Context: an optimization exercise on an open-source flow, tuned for small area and few clock cycles per item. The choices shown serve that exercise and are no tape-out recipe. Function was checked by simulation only, so behaviour that the tests miss may differ from the original.

## flow/design.v (module list and top-level ports; edited modules follow where they fit)
// module rvp_rotate: 589 lines
// module rvp_sel_n: 8 lines
// module rvp_sel: 8 lines
// module rvp_fa: 10 lines
// module rvp_ha: 9 lines
// module rvp_fa1: 9 lines
// module rvp_sub: 14 lines
// module rotate_vertices_about_pivot_top: 149 lines
module rotate_vertices_about_pivot_top #(
    parameter int COORD_BITS = 16
) (
    input  logic                                   clk,
    input  logic                                   rst_n,
    input  logic                                   cfg_we,
    input  logic [rvp_pkg::CFG_ADDR_W-1:0]         cfg_addr,
    input  logic [((COORD_BITS > 9) ? COORD_BITS : 9)-1:0] cfg_data,
    input  logic                                   s_tvalid,
    output logic                                   s_tready,
    input  logic [((2*COORD_BITS+7)/8)*8-1:0]      s_tdata,
    input  logic [0:0]                             s_tuser,
    output logic                                   m_tvalid,
    input  logic                                   m_tready,
    output logic [((6*COORD_BITS+7)/8)*8-1:0]      m_tdata
);
  // ...
==> flow/flow/run.sh <==
#!/bin/bash
# The standard layout (standard.sh), with the ports buffered by the smallest
# buffer cell instead of the one buffer_ports picks by default. Every input
# and output port still gets its own buffer.
set -euo pipefail
export BUFFER_PORTS_ARGS="-buffer_cell sky130_fd_sc_hd__buf_1"
bash standard.sh > standard.log 2>&1
==> flow/standard.sh <==
#!/bin/bash
# synth_recipe.tcl (not shown) runs the flow's synth.tcl, then flattens the netlist and writes it again
# the make line also repeats each setting of config.mk as NAME=value (left out here)
make -C /OpenROAD-flow-scripts/flow DESIGN_CONFIG=/design/flow/config.mk WORK_HOME=/design/flow/orfs CLKGATE_MAP_FILE= SYNTH_SCRIPT=/design/flow/synth_recipe.tcl "${@:-finish}"
==> flow/config.mk <==
export PLATFORM = sky130hd
export DESIGN_NAME = rotate_vertices_about_pivot_top
export DESIGN_NICKNAME = rotate_vertices_about_pivot_top
export VERILOG_FILES = /design/flow/design.v
export SDC_FILE = /design/flow/constraint.sdc
export NUM_CORES = 4
export LEC_CHECK = 0
export CAP_MARGIN = 20
export CELL_PAD_IN_SITES_DETAIL_PLACEMENT = 1
export CELL_PAD_IN_SITES_GLOBAL_PLACEMENT = 1
export CORE_MARGIN = 2
export CORE_UTILIZATION = 40
export PLACE_DENSITY = 0.5
export SLEW_MARGIN = 20
export SYNTH_HIERARCHICAL = 1
==> flow/constraint.sdc <==
create_clock -name core_clock -period 11.0 [get_ports {clk}]
set_input_delay 2.2000 -clock core_clock [delete_from_list [all_inputs] [get_ports {clk}]]
set_output_delay 2.2000 -clock core_clock [all_outputs]
set_load 0.01 [all_outputs]
==> key figures, run 1 <==
Outcome
  – Status: no timing/DRC/antenna violations

Clocking
  – CTS clk-pin slew, worst paths: 80 ps
  – Clk sinks: 196
  – Clk buf depth: 2
  – Htree depth: 4
  – Post_cts resized: 0

Global routing
  – Met1 global-route usage: 0.4420
  – Overflow after GRT: 0

Routing
  – Overall routed net length: 152700 µm
  – ANT nets after route: 0
  – Met1 Wirelength: 59910 µm

Setup path
  – Critical Path Start Type: flop
  – Delay-heaviest family, CP: adder cells
  – Critical path's slowest cell: ha_1
  – CP Capture Type: flop

Finish
  – Most common cell after layout, fill and taps aside: a222oi_1
  – Num sequential: 196
  – Layout cell share with drive strength beyond 1: 0.1140
  – Fill cell total of the finished layout: 9688
  – Invs w/o clock: 383
  – Multi-input gates: 2734
  – Final clock-cell share: 0.01450

Min path
  – Worst hold path endpoint: first_out_reg

Yosys
  – Post-synth top area cell: fa_1
  – Primary FF master, synth: dfrtp_1
  – Syn Nets: 4152
  – Top cells by area, synth: fa_1, a222oi_1, ha_1
  – Synth Warn #: 10

Timing
  – Final setup fails: 0
  – Final Hold Fails: 0
  – Worst slew margin: 0.2126
  – Hold slack final: 427.1 ps
  – Post-layout min period: 9946 ps

Place
  – Post-DP HPWL: 107500 µm
Testbench counts, summed over its fixed seeds: cycles 12,528, items 12,288.
==> module rotate_vertices_about_pivot_top, before the edit <==
module rotate_vertices_about_pivot_top #(
    parameter int COORD_BITS = 16
) (
    input  logic                                   clk,
    input  logic                                   rst_n,
    input  logic                                   cfg_we,
    input  logic [rvp_pkg::CFG_ADDR_W-1:0]         cfg_addr,
    input  logic [((COORD_BITS > 9) ? COORD_BITS : 9)-1:0] cfg_data,
    input  logic                                   s_tvalid,
    output logic                                   s_tready,
    input  logic [((2*COORD_BITS+7)/8)*8-1:0]      s_tdata,
    input  logic [0:0]                             s_tuser,
    output logic                                   m_tvalid,
    input  logic                                   m_tready,
    output logic [((6*COORD_BITS+7)/8)*8-1:0]      m_tdata
);
    localparam int M_W = ((6*COORD_BITS+7)/8)*8;
    rvp_pkg::angle_t              angle_reg;
    logic [15:0]                  pivot_x_n_reg, pivot_y_n_reg;
    logic                         v1_reg, first1_reg;
    logic [16:0]                  pt_reg, qt_reg;
    logic [16:0]                  dx, dy;
    logic                         m_valid_reg, first_out_reg;
    logic [17:0]                  hx_out_reg, hy_out_reg;
    logic                         dec_x_out_reg, dec_y_out_reg;
    logic [14:0]                  trig_sum_reg;
    logic [14:0]                  cos_v, sin_v;
    logic [17:0]                  hi_x, hi_y;
    logic                         dec_x, dec_y;
    logic signed [15:0]           rx_out, ry_out;
    logic                         adv1, adv2, take;
    logic signed [15:0]           box_min_x_reg, box_min_y_reg;
    logic signed [15:0]           box_max_x_reg, box_max_y_reg;
    logic signed [15:0]           box_min_x_next, box_min_y_next;
    logic signed [15:0]           box_max_x_next, box_max_y_next;
    always_ff @(posedge clk or negedge rst_n)
    begin
        if (!rst_n)
        begin
            angle_reg     <= '0;
            pivot_x_n_reg <= '1;
            pivot_y_n_reg <= '1;
        end
        else if (cfg_we)
        begin
            if (cfg_addr == rvp_pkg::REG_ANGLE)
                angle_reg <= rvp_pkg::fold_angle(cfg_data[rvp_pkg::ANGLE_W-1:0]);
            if (cfg_addr == rvp_pkg::REG_PIVOT_X)
                pivot_x_n_reg <= ~cfg_data[15:0];
            if (cfg_addr == rvp_pkg::REG_PIVOT_Y)
                pivot_y_n_reg <= ~cfg_data[15:0];
        end
    end
    assign take     = m_valid_reg && m_tready;
    assign adv2     = !m_valid_reg || m_tready;
    assign adv1     = !v1_reg || adv2;
    assign s_tready = adv1;
    always_ff @(posedge clk or negedge rst_n)
    begin
        if (!rst_n)
        begin
            v1_reg      <= 1'b0;
            m_valid_reg <= 1'b0;
        end
        else
        begin
            if (adv1)
                v1_reg <= s_tvalid;
            if (adv2)
                m_valid_reg <= v1_reg;
        end
    end
    always_ff @(posedge clk)
    begin
        if (adv1 && s_tvalid)
        begin
            {qt_reg, pt_reg} <= rvp_pkg::quarter_turn(dx, dy, angle_reg.quad);
            first1_reg       <= s_tuser[0];
        end
        if (adv2 && v1_reg)
        begin
            hx_out_reg    <= hi_x;
            dec_x_out_reg    <= dec_x;
            hy_out_reg    <= hi_y;
            dec_y_out_reg    <= dec_y;
            first_out_reg <= first1_reg;
        end
    end
    assign {sin_v, cos_v} = rvp_pkg::trig_values(angle_reg);
    always_ff @(posedge clk)
    begin
        trig_sum_reg <= cos_v + sin_v;
    end
    rvp_sub u_sub_x (.a(s_tdata[15:0]),  .nb(pivot_x_n_reg), .d(dx));
    rvp_sub u_sub_y (.a(s_tdata[31:16]), .nb(pivot_y_n_reg), .d(dy));
    rvp_rotate u_rotate (
        .pt        (pt_reg),
        .qt        (qt_reg),
        .pivot_x_n (pivot_x_n_reg),
        .pivot_y_n (pivot_y_n_reg),
        .quad      (angle_reg.quad),
        .cos_v     (cos_v),
        .sin_v     (sin_v),
        .sum_v     (trig_sum_reg),
        .hi_x      (hi_x),
        .dec_x     (dec_x),
        .hi_y      (hi_y),
        .dec_y     (dec_y)
    );
    assign rx_out = rvp_pkg::round_sat(hx_out_reg, dec_x_out_reg);
    assign ry_out = rvp_pkg::round_sat(hy_out_reg, dec_y_out_reg);
    always_comb
    begin
        if (first_out_reg)
        begin
            box_min_x_next = rx_out;
            box_max_x_next = rx_out;
            box_min_y_next = ry_out;
            box_max_y_next = ry_out;
        end
        else
        begin
            box_min_x_next = (rx_out < box_min_x_reg) ? rx_out : box_min_x_reg;
            box_max_x_next = (rx_out > box_max_x_reg) ? rx_out : box_max_x_reg;
            box_min_y_next = (ry_out < box_min_y_reg) ? ry_out : box_min_y_reg;
            box_max_y_next = (ry_out > box_max_y_reg) ? ry_out : box_max_y_reg;
        end
    end
    always_ff @(posedge clk or negedge rst_n)
    begin
        if (!rst_n)
        begin
            box_min_x_reg <= '0;
            box_min_y_reg <= '0;
            box_max_x_reg <= '0;
            box_max_y_reg <= '0;
        end
        else if (take)
        begin
            box_min_x_reg <= box_min_x_next;
            box_min_y_reg <= box_min_y_next;
            box_max_x_reg <= box_max_x_next;
            box_max_y_reg <= box_max_y_next;
        end
    end
    assign m_tvalid = m_valid_reg;
    assign m_tdata  = M_W'({box_max_y_next, box_max_x_next, box_min_y_next, box_min_x_next,
                            ry_out, rx_out});
endmodule
==> inputs of run 2 (changes only) <==
--- a/flow/design.v
+++ b/flow/design.v
@@ -198,33 +198,35 @@
     input  logic [16:0]        pt,
     input  logic [16:0]        qt,
     input  logic [15:0]        pivot_x_n,
     input  logic [15:0]        pivot_y_n,
     input  logic [1:0]         quad,
     input  logic [14:0]        cos_v,
     input  logic [14:0]        sin_v,
     input  logic [14:0]        sum_v,
-    output logic [17:0]        hi_x,
+    output logic [17:0]        hi_n_x,
     output logic               dec_x,
-    output logic [17:0]        hi_y,
+    output logic [17:0]        hi_n_y,
     output logic               dec_y
 );
     localparam int W = 32;
     logic [14:0] k_x, k_y, nk_x, nk_y;
     logic [15:0] npiv_x, npiv_y;
     logic [16:0] m00, m01, m10, m11;
     logic [14:0] nrow_x [16];
     logic [14:0] nrow_y [16];
     logic [14:0] nlast_x, nlast_y;
-    logic [W-1:0] sum_x, sum_y;
+    logic [W-1:0] nsum_x, nsum_y;
     logic [481:0] t_x;
     logic [W-1:0] nca_x, ncb_x;
+    logic [W:0] nsum2_x;
     logic [481:0] t_y;
     logic [W-1:0] nca_y, ncb_y;
+    logic [W:0] nsum2_y;
     always_comb
     begin
         unique case (quad)
             2'd0:
             begin
                 k_x = sin_v;
                 k_y = '0;
             end
@@ -526,17 +528,18 @@
     rvp_fa u_x_472 (.a(t_x[409]), .b(t_x[410]), .c(t_x[350]), .s(t_x[470]), .co(t_x[471]));
     rvp_fa u_x_474 (.a(t_x[411]), .b(t_x[412]), .c(t_x[354]), .s(t_x[472]), .co(t_x[473]));
     rvp_fa u_x_476 (.a(t_x[413]), .b(t_x[414]), .c(t_x[358]), .s(t_x[474]), .co(t_x[475]));
     rvp_fa u_x_478 (.a(t_x[415]), .b(t_x[416]), .c(nlast_x[12]), .s(t_x[476]), .co(t_x[477]));
     rvp_fa u_x_480 (.a(t_x[417]), .b(t_x[418]), .c(nlast_x[13]), .s(t_x[478]), .co(t_x[479]));
     rvp_fa u_x_482 (.a(t_x[419]), .b(t_x[420]), .c(nlast_x[14]), .s(t_x[480]), .co(t_x[481]));
     assign nca_x = {t_x[481], t_x[479], t_x[477], t_x[475], t_x[473], t_x[471], t_x[469], t_x[467], t_x[465], t_x[463], t_x[461], t_x[459], t_x[457], t_x[455], t_x[453], t_x[451], t_x[449], t_x[447], t_x[445], t_x[443], t_x[441], t_x[439], t_x[437], t_x[435], t_x[433], t_x[431], t_x[429], t_x[427], t_x[425], t_x[423], t_x[422], nk_x[0]};
     assign ncb_x = {t_x[421], t_x[480], t_x[478], t_x[476], t_x[474], t_x[472], t_x[470], t_x[468], t_x[466], t_x[464], t_x[462], t_x[460], t_x[458], t_x[456], t_x[454], t_x[452], t_x[450], t_x[448], t_x[446], t_x[444], t_x[442], t_x[440], t_x[438], t_x[436], t_x[434], t_x[432], t_x[430], t_x[428], t_x[426], t_x[424], nrow_x[1][0], nrow_x[0][0]};
-    assign sum_x = (~nca_x) + (~ncb_x);
+    assign nsum2_x = {nca_x, 1'b1} + {ncb_x, 1'b1};
+    assign nsum_x = nsum2_x[W:1];
     rvp_fa1 u_y_2 (.a(nk_y[12]), .b(nrow_y[0][12]), .s(t_y[0]), .co(t_y[1]));
     rvp_ha u_y_4 (.a(nk_y[13]), .b(nrow_y[0][13]), .s(t_y[2]), .co(t_y[3]));
     rvp_fa u_y_6 (.a(nrow_y[1][12]), .b(nrow_y[2][11]), .c(nrow_y[3][10]), .s(t_y[4]), .co(t_y[5]));
     rvp_fa u_y_8 (.a(nk_y[14]), .b(npiv_y[0]), .c(nrow_y[0][14]), .s(t_y[6]), .co(t_y[7]));
     rvp_fa u_y_10 (.a(nrow_y[1][13]), .b(nrow_y[2][12]), .c(nrow_y[3][11]), .s(t_y[8]), .co(t_y[9]));
     rvp_fa u_y_12 (.a(nrow_y[4][10]), .b(nrow_y[5][9]), .c(nrow_y[6][8]), .s(t_y[10]), .co(t_y[11]));
     rvp_fa u_y_14 (.a(npiv_y[1]), .b(nrow_y[1][14]), .c(nrow_y[2][13]), .s(t_y[12]), .co(t_y[13]));
     rvp_fa u_y_16 (.a(nrow_y[3][12]), .b(nrow_y[4][11]), .c(nrow_y[5][10]), .s(t_y[14]), .co(t_y[15]));
@@ -772,21 +775,22 @@
     rvp_fa u_y_472 (.a(t_y[409]), .b(t_y[410]), .c(t_y[350]), .s(t_y[470]), .co(t_y[471]));
     rvp_fa u_y_474 (.a(t_y[411]), .b(t_y[412]), .c(t_y[354]), .s(t_y[472]), .co(t_y[473]));
     rvp_fa u_y_476 (.a(t_y[413]), .b(t_y[414]), .c(t_y[358]), .s(t_y[474]), .co(t_y[475]));
     rvp_fa u_y_478 (.a(t_y[415]), .b(t_y[416]), .c(nlast_y[12]), .s(t_y[476]), .co(t_y[477]));
     rvp_fa u_y_480 (.a(t_y[417]), .b(t_y[418]), .c(nlast_y[13]), .s(t_y[478]), .co(t_y[479]));
     rvp_fa u_y_482 (.a(t_y[419]), .b(t_y[420]), .c(nlast_y[14]), .s(t_y[480]), .co(t_y[481]));
     assign nca_y = {t_y[481], t_y[479], t_y[477], t_y[475], t_y[473], t_y[471], t_y[469], t_y[467], t_y[465], t_y[463], t_y[461], t_y[459], t_y[457], t_y[455], t_y[453], t_y[451], t_y[449], t_y[447], t_y[445], t_y[443], t_y[441], t_y[439], t_y[437], t_y[435], t_y[433], t_y[431], t_y[429], t_y[427], t_y[425], t_y[423], t_y[422], nk_y[0]};
     assign ncb_y = {t_y[421], t_y[480], t_y[478], t_y[476], t_y[474], t_y[472], t_y[470], t_y[468], t_y[466], t_y[464], t_y[462], t_y[460], t_y[458], t_y[456], t_y[454], t_y[452], t_y[450], t_y[448], t_y[446], t_y[444], t_y[442], t_y[440], t_y[438], t_y[436], t_y[434], t_y[432], t_y[430], t_y[428], t_y[426], t_y[424], nrow_y[1][0], nrow_y[0][0]};
-    assign sum_y = (~nca_y) + (~ncb_y);
-    assign hi_x  = sum_x[W-1:14];
-    assign dec_x = (sum_x[13:0] == 14'd0) && (sum_x[W-1] || (hi_x == 18'd0));
-    assign hi_y  = sum_y[W-1:14];
-    assign dec_y = (sum_y[13:0] == 14'd0) && (sum_y[W-1] || (hi_y == 18'd0));
+    assign nsum2_y = {nca_y, 1'b1} + {ncb_y, 1'b1};
+    assign nsum_y = nsum2_y[W:1];
+    assign hi_n_x = nsum_x[W-1:14];
+    assign dec_x  = (&nsum_x[13:0]) && (!nsum_x[W-1] || (&hi_n_x));
+    assign hi_n_y = nsum_y[W-1:14];
+    assign dec_y  = (&nsum_y[13:0]) && (!nsum_y[W-1] || (&hi_n_y));
 endmodule
 module rvp_sel_n (
     input  logic sa, a,
     input  logic sb, b,
     input  logic sc, c,
     output logic y
 );
     assign y = ~((sa & a) | (sb & b) | (sc & c));
@@ -859,21 +863,21 @@
 );
     localparam int M_W = ((6*COORD_BITS+7)/8)*8;
     rvp_pkg::angle_t              angle_reg;
     logic [15:0]                  pivot_x_n_reg, pivot_y_n_reg;
     logic                         v1_reg, first1_reg;
     logic [16:0]                  pt_reg, qt_reg;
     logic [16:0]                  dx, dy;
     logic                         m_valid_reg, first_out_reg;
-    logic [17:0]                  hx_out_reg, hy_out_reg;
+    logic [17:0]                  hx_n_out_reg, hy_n_out_reg;
     logic                         dec_x_out_reg, dec_y_out_reg;
     logic [14:0]                  trig_sum_reg;
     logic [14:0]                  cos_v, sin_v;
-    logic [17:0]                  hi_x, hi_y;
+    logic [17:0]                  hi_n_x, hi_n_y;
     logic                         dec_x, dec_y;
     logic signed [15:0]           rx_out, ry_out;
     logic                         adv1, adv2, take;
     logic signed [15:0]           box_min_x_reg, box_min_y_reg;
     logic signed [15:0]           box_max_x_reg, box_max_y_reg;
     logic signed [15:0]           box_min_x_next, box_min_y_next;
     logic signed [15:0]           box_max_x_next, box_max_y_next;
     always_ff @(posedge clk or negedge rst_n)
@@ -917,19 +921,19 @@
     begin
         if (adv1 && s_tvalid)
         begin
             {qt_reg, pt_reg} <= rvp_pkg::quarter_turn(dx, dy, angle_reg.quad);
             first1_reg       <= s_tuser[0];
         end
         if (adv2 && v1_reg)
         begin
-            hx_out_reg    <= hi_x;
+            hx_n_out_reg  <= hi_n_x;
             dec_x_out_reg    <= dec_x;
-            hy_out_reg    <= hi_y;
+            hy_n_out_reg  <= hi_n_y;
             dec_y_out_reg    <= dec_y;
             first_out_reg <= first1_reg;
         end
     end
     assign {sin_v, cos_v} = rvp_pkg::trig_values(angle_reg);
     always_ff @(posedge clk)
     begin
         trig_sum_reg <= cos_v + sin_v;
@@ -940,23 +944,23 @@
         .pt        (pt_reg),
         .qt        (qt_reg),
         .pivot_x_n (pivot_x_n_reg),
         .pivot_y_n (pivot_y_n_reg),
         .quad      (angle_reg.quad),
         .cos_v     (cos_v),
         .sin_v     (sin_v),
         .sum_v     (trig_sum_reg),
-        .hi_x      (hi_x),
+        .hi_n_x    (hi_n_x),
         .dec_x     (dec_x),
-        .hi_y      (hi_y),
+        .hi_n_y    (hi_n_y),
         .dec_y     (dec_y)
     );
-    assign rx_out = rvp_pkg::round_sat(hx_out_reg, dec_x_out_reg);
-    assign ry_out = rvp_pkg::round_sat(hy_out_reg, dec_y_out_reg);
+    assign rx_out = rvp_pkg::round_sat(~hx_n_out_reg, dec_x_out_reg);
+    assign ry_out = rvp_pkg::round_sat(~hy_n_out_reg, dec_y_out_reg);
     always_comb
     begin
         if (first_out_reg)
         begin
             box_min_x_next = rx_out;
             box_max_x_next = rx_out;
             box_min_y_next = ry_out;
             box_max_y_next = ry_out;
==> flow/config.mk (replaced) <==
export PLATFORM = sky130hd
export DESIGN_NAME = rotate_vertices_about_pivot_top
export DESIGN_NICKNAME = rotate_vertices_about_pivot_top
export VERILOG_FILES = /design/flow/design.v
export SDC_FILE = /design/flow/constraint.sdc
export NUM_CORES = 4
export LEC_CHECK = 0
export CAP_MARGIN = 10
export CELL_PAD_IN_SITES_DETAIL_PLACEMENT = 1
export CELL_PAD_IN_SITES_GLOBAL_PLACEMENT = 1
export CORE_MARGIN = 2
export CORE_UTILIZATION = 40
export CTS_BUF_LIST = sky130_fd_sc_hd__clkbuf_4 sky130_fd_sc_hd__clkbuf_8
export PLACE_DENSITY = 0.5
export SLEW_MARGIN = 10
export SYNTH_HIERARCHICAL = 1
==> run 2 against run 1 <==
  * Clock skew increased by 15 ps
  * Cell count decreased by 2.2%
  * First-iteration DRC count increased by 0.98%
  * Die area decreased by 0.30%
  * Critical endpoint is now dec_y_out_reg
  * Largest cell class unchanged
  * Highest routed layer unchanged
==> key figures, run 2 <==
Yosys
  – Netlist cell types: 107 (was 104)
  – Synthesized area per cell: 10.18 µm² (was 9.998 µm²)
  – Post-synth top area share: 0.2825 (was 0.2817)
  – Post-synth top area cell: fa_1 (unchanged)
  – Mapped Area: 34080 µm² (was 34180 µm²)
  – Primary FF master, synth: dfrtp_1 (unchanged)
  – Synth Instances: 3348 (was 3419)
  – Top-count cell post-synth: a222oi_1 (unchanged)
  – Sequential area share after synthesis: 0.1538 (was 0.1533)
  – Commonest cells in the netlist: a222oi_1, fa_1, inv_1 (unchanged)
  – EDFF count, synth: 74 (unchanged)
  – #FFs+latches synth: 196 (unchanged)
  – Top cells by area, synth: fa_1, a222oi_1, ha_1 (unchanged)
  – Synth Warn #: 10 (unchanged)
  – Synth async-reset ratio: 0.5459 (unchanged)
  – Syn Nets: 4081 (was 4152)

Floorplanning
  – Die width: 295.9 µm (was 296.3 µm)
  – Top-level I/O count: 154 (unchanged)
  – Die H: 295.9 µm (was 296.3 µm)
  – Core ar.: 84750 µm² (was 84880 µm²)
  – Rows: 107 (unchanged)
  – DIE AREA: 87550 µm² (was 87810 µm²)
  – Starting density of the core: 0.4021 (was 0.4027)

Timing
  – Final Max Slew Viols: 0 (unchanged)
  – Worst-Margin Slew: 1420 ps (was 1156 ps)
  – RSZ-0062 raised after global routing: no (unchanged)
  – Fin worst setup slack: 898.9 ps (was 1054 ps)
  – Worst slew margin: 0.05164 (was 0.2126)
  – Final setup fails: 0 (unchanged)
  – Post-layout min period: 10100 ps (was 9946 ps)
  – Fin crit share: 0.9183 (was 0.9042)
  – Final Hold Fails: 0 (unchanged)
  – Max Clock Skew: 35.71 ps (was 20.24 ps)
  – Fmax: 99.00 MHz (was 100.5 MHz)
  – Sum Neg Setup Slack: 0 ps (unchanged)

Routing
  – Routed WL per cell: 32.72 µm (was 31.68 µm)
  – DR iter-0 viols: 6460 (was 6397)
  – Vias: 34014 (was 34294)
  – Routed vias/inst: 7.212 (was 7.113)
  – Overall routed net length: 154300 µm (was 152700 µm)
  – ANT nets after route: 0 (unchanged)
  – Pre-antenna DRT Iters: 13 (was 22)
  – DRC errors left: 0 (unchanged)

Place
  – Port Buffers: 153 (unchanged)
  – DP Worst Slack: 1307 ps (was 1223 ps)
  – Post-DP HPWL: 109300 µm (was 107500 µm)
  – Gpl congestion: 0.9535 (was 0.9521)

Setup path
  – Critical path's slowest cell: mux2i_4 (was ha_1)
  – CP Capture Type: flop (unchanged)
  – Worst EP arrival: 10450 ps (was 10280 ps)
  – Critical Path Max Stage Delay: 920 ps (was 740 ps)
  – Max FO, Critical Path: 19 (was 20)
  – Critical Path Start Type: flop (unchanged)
  – CP Data Required Time: 11350 ps (was 11330 ps)
  – Worst Setup Path Type: reg -> reg (unchanged)

Global routing
  – Overflow after GRT: 0 (unchanged)
  – First-pass GRT wire length: 229100 µm (was 227000 µm)
  – Largest net degree at the start of global routing: 67 (was 66)
  – Initial antenna violation count: 2 (was 1)
  – GRT Total Usage: 0.3474 (was 0.3428)
  – Vias in the first global route: 36194 (was 36254)

Clocking
  – Worst-skew pair later-pin latency: 630 ps (was 550 ps)
  – CTS tree: yes (unchanged)
  – CTS clk-pin slew, worst paths: 130 ps (was 80 ps)
  – Htree depth: 4 (unchanged)
  – Post_cts resized: 0 (unchanged)
  – Setup bufs post-CTS: 0 (unchanged)
  – # hold bufs at CTS: 0 (unchanged)
  – CTS Root Cell: clkbuf_8 (was clkbuf_16)
  – Clk sinks: 196 (unchanged)
  – Num CTS Buffers: 17 (unchanged)
  – Clk buf depth: 2 (unchanged)

Finish
  – Commonest non-fill, non-tap cells in the layout: a222oi_1, fa_1, inv_1 (unchanged)
  – Syn-to-layout area delta: 9.909% (was 11.34%)
  – Layout cell share with drive strength beyond 1: 0.1095 (was 0.1140)
  – Fill cell total of the finished layout: 9480 (was 9688)
  – Combined flip-flop and latch cell area: 5245 µm² (was 5248 µm²)
  – Nets: 4291 (was 4396)
  – Most common cell after layout, fill and taps aside: a222oi_1 (unchanged)
  – Area of the multi-input gates: 27770 µm² (was 27430 µm²)

Run
  – Max cap viols: 0 (unchanged)

Outcome
  – Status: no timing/DRC/antenna violations (unchanged)

Min path
  – Worst hold path class: reg -> reg (unchanged)
==> run 2: path summary, 6_finish.rpt <==
kind | startpoint | to | slack (ps) | cells past startpoint
setup / recovery | angle_reg[1] | dec_y_out_reg | 900 | 28
hold / removal | first1_reg | first_out_reg | 450 | 0
setup reg to reg | angle_reg[1] | dec_y_out_reg | 900 | 28
hold reg to reg | first1_reg | first_out_reg | 450 | 0
max in group asynchronous | rst_n | box_min_x_reg[0] | 8040 | 2
min in group asynchronous | rst_n | angle_reg[0] | 1650 | 1
==> run 2: metrics by stage <==
stage          hold slack (ps)  instance area, µm²  instances    util
2_1_floorplan            400.3               34080       3348       -
3_3_place_gp             416.8               37100       4683  0.4377
3_5_place_dp             430.5               37100       4683  0.4377
4_1_cts                  441.1               37450       4715  0.4419
5_1_grt                  467.2               37460       4716  0.4420
6_report                 449.8               37460       4716  0.4420
==> run 2: cell type report <==
cell class / instances / area share
diodes: 1 / 0.00006681
clock buffers: 17 / 0.006246
clock inverters: 15 / 0.003107
inverters: 271 / 0.02716
multi-input cells: 2779 / 0.7414
flip-flops and latches: 196 / 0.1400
well taps: 1144 / 0.03821
repair buffers: 293 / 0.04383
==> run 2: cell families (layout without fill, tap and decap cells) <==
logic type / count (synthesis) / in the layout / synth area share
xor gates and xnor gates: 123 / 123 / 0.03249
adders and majority gates: 677 / 677 / 0.3545
and+or+nand+nor: 668 / 668 / 0.09718
muxes: 141 / 141 / 0.04523
AOI/OAI and AO/OA: 1170 / 1170 / 0.2750
buffers and inverters: 373 / 596 / 0.04182
other: 0 / 1 / 0
DFF: 196 / 196 / 0.1538
==> run 2: per-module statistics from Yosys, one instance, submodules excluded <==
module,flip-flops and latches,times used
rotate_vertices_about_pivot_top,196,1
rvp_fa,0,478
rvp_fa1,0,26
rvp_ha,0,4
rvp_rotate,0,1
rvp_sel,0,30
rvp_sel_n,0,480
rvp_sub,0,2
==> run 2: critical path, delay by kind of cell (launching register included) <==
kind | cells | cell delay (ps)
adders and majority gates | 9 | 4300
AOI/OAI and AO/OA | 13 | 2400
buffers and inverters | 3 | 950
muxes | 1 | 920
DFF | 1 | 610
and+or+nand+nor | 1 | 340
xor gates and xnor gates | 1 | 260
==> run 2: metal layers <==
metal,part of all wire,track usage
met3,0.11,0.08514
met5,0.00084,0.01164
met4,0.050,0.1711
met2,0.45,0.5559
met1,0.38,0.4374
Testbench counts of run 2, summed over its fixed seeds: cycles 12,528, items 12,288.

[afterwards: timing with drivers on the ports]
How much do the figures lean on ideal ports? The routed layouts below were timed once more, with nothing changed but the port constraints.
Step 1, drivers: a clkbuf_16 drives clk and a buf_2 each remaining input, both assumed.
Step 2 adds t to the input delays and takes it off the output delays; t is the mean of the earliest and latest rising clock arrival at the registers after step 1. Input paths then give back, and output paths get back, about the clock's delay inside the block.
a / b / c = ideal / step 1 / step 2; a / b = the first two.
run | shift t [ns] | setup WS [ns] | worst setup path at the end | latest minus earliest clock arrival (ns) | worst data-port slew with drivers (ns)
run 1 | 0.609 | 1.054 / 1.054 / 1.054 | register to register | 0.021 / 0.021 | 0.08
run 2 | 0.685 | 0.899 / 0.899 / 0.899 | register to register | 0.036 / 0.035 | 0.05
After both steps every run listed still meets setup and hold.
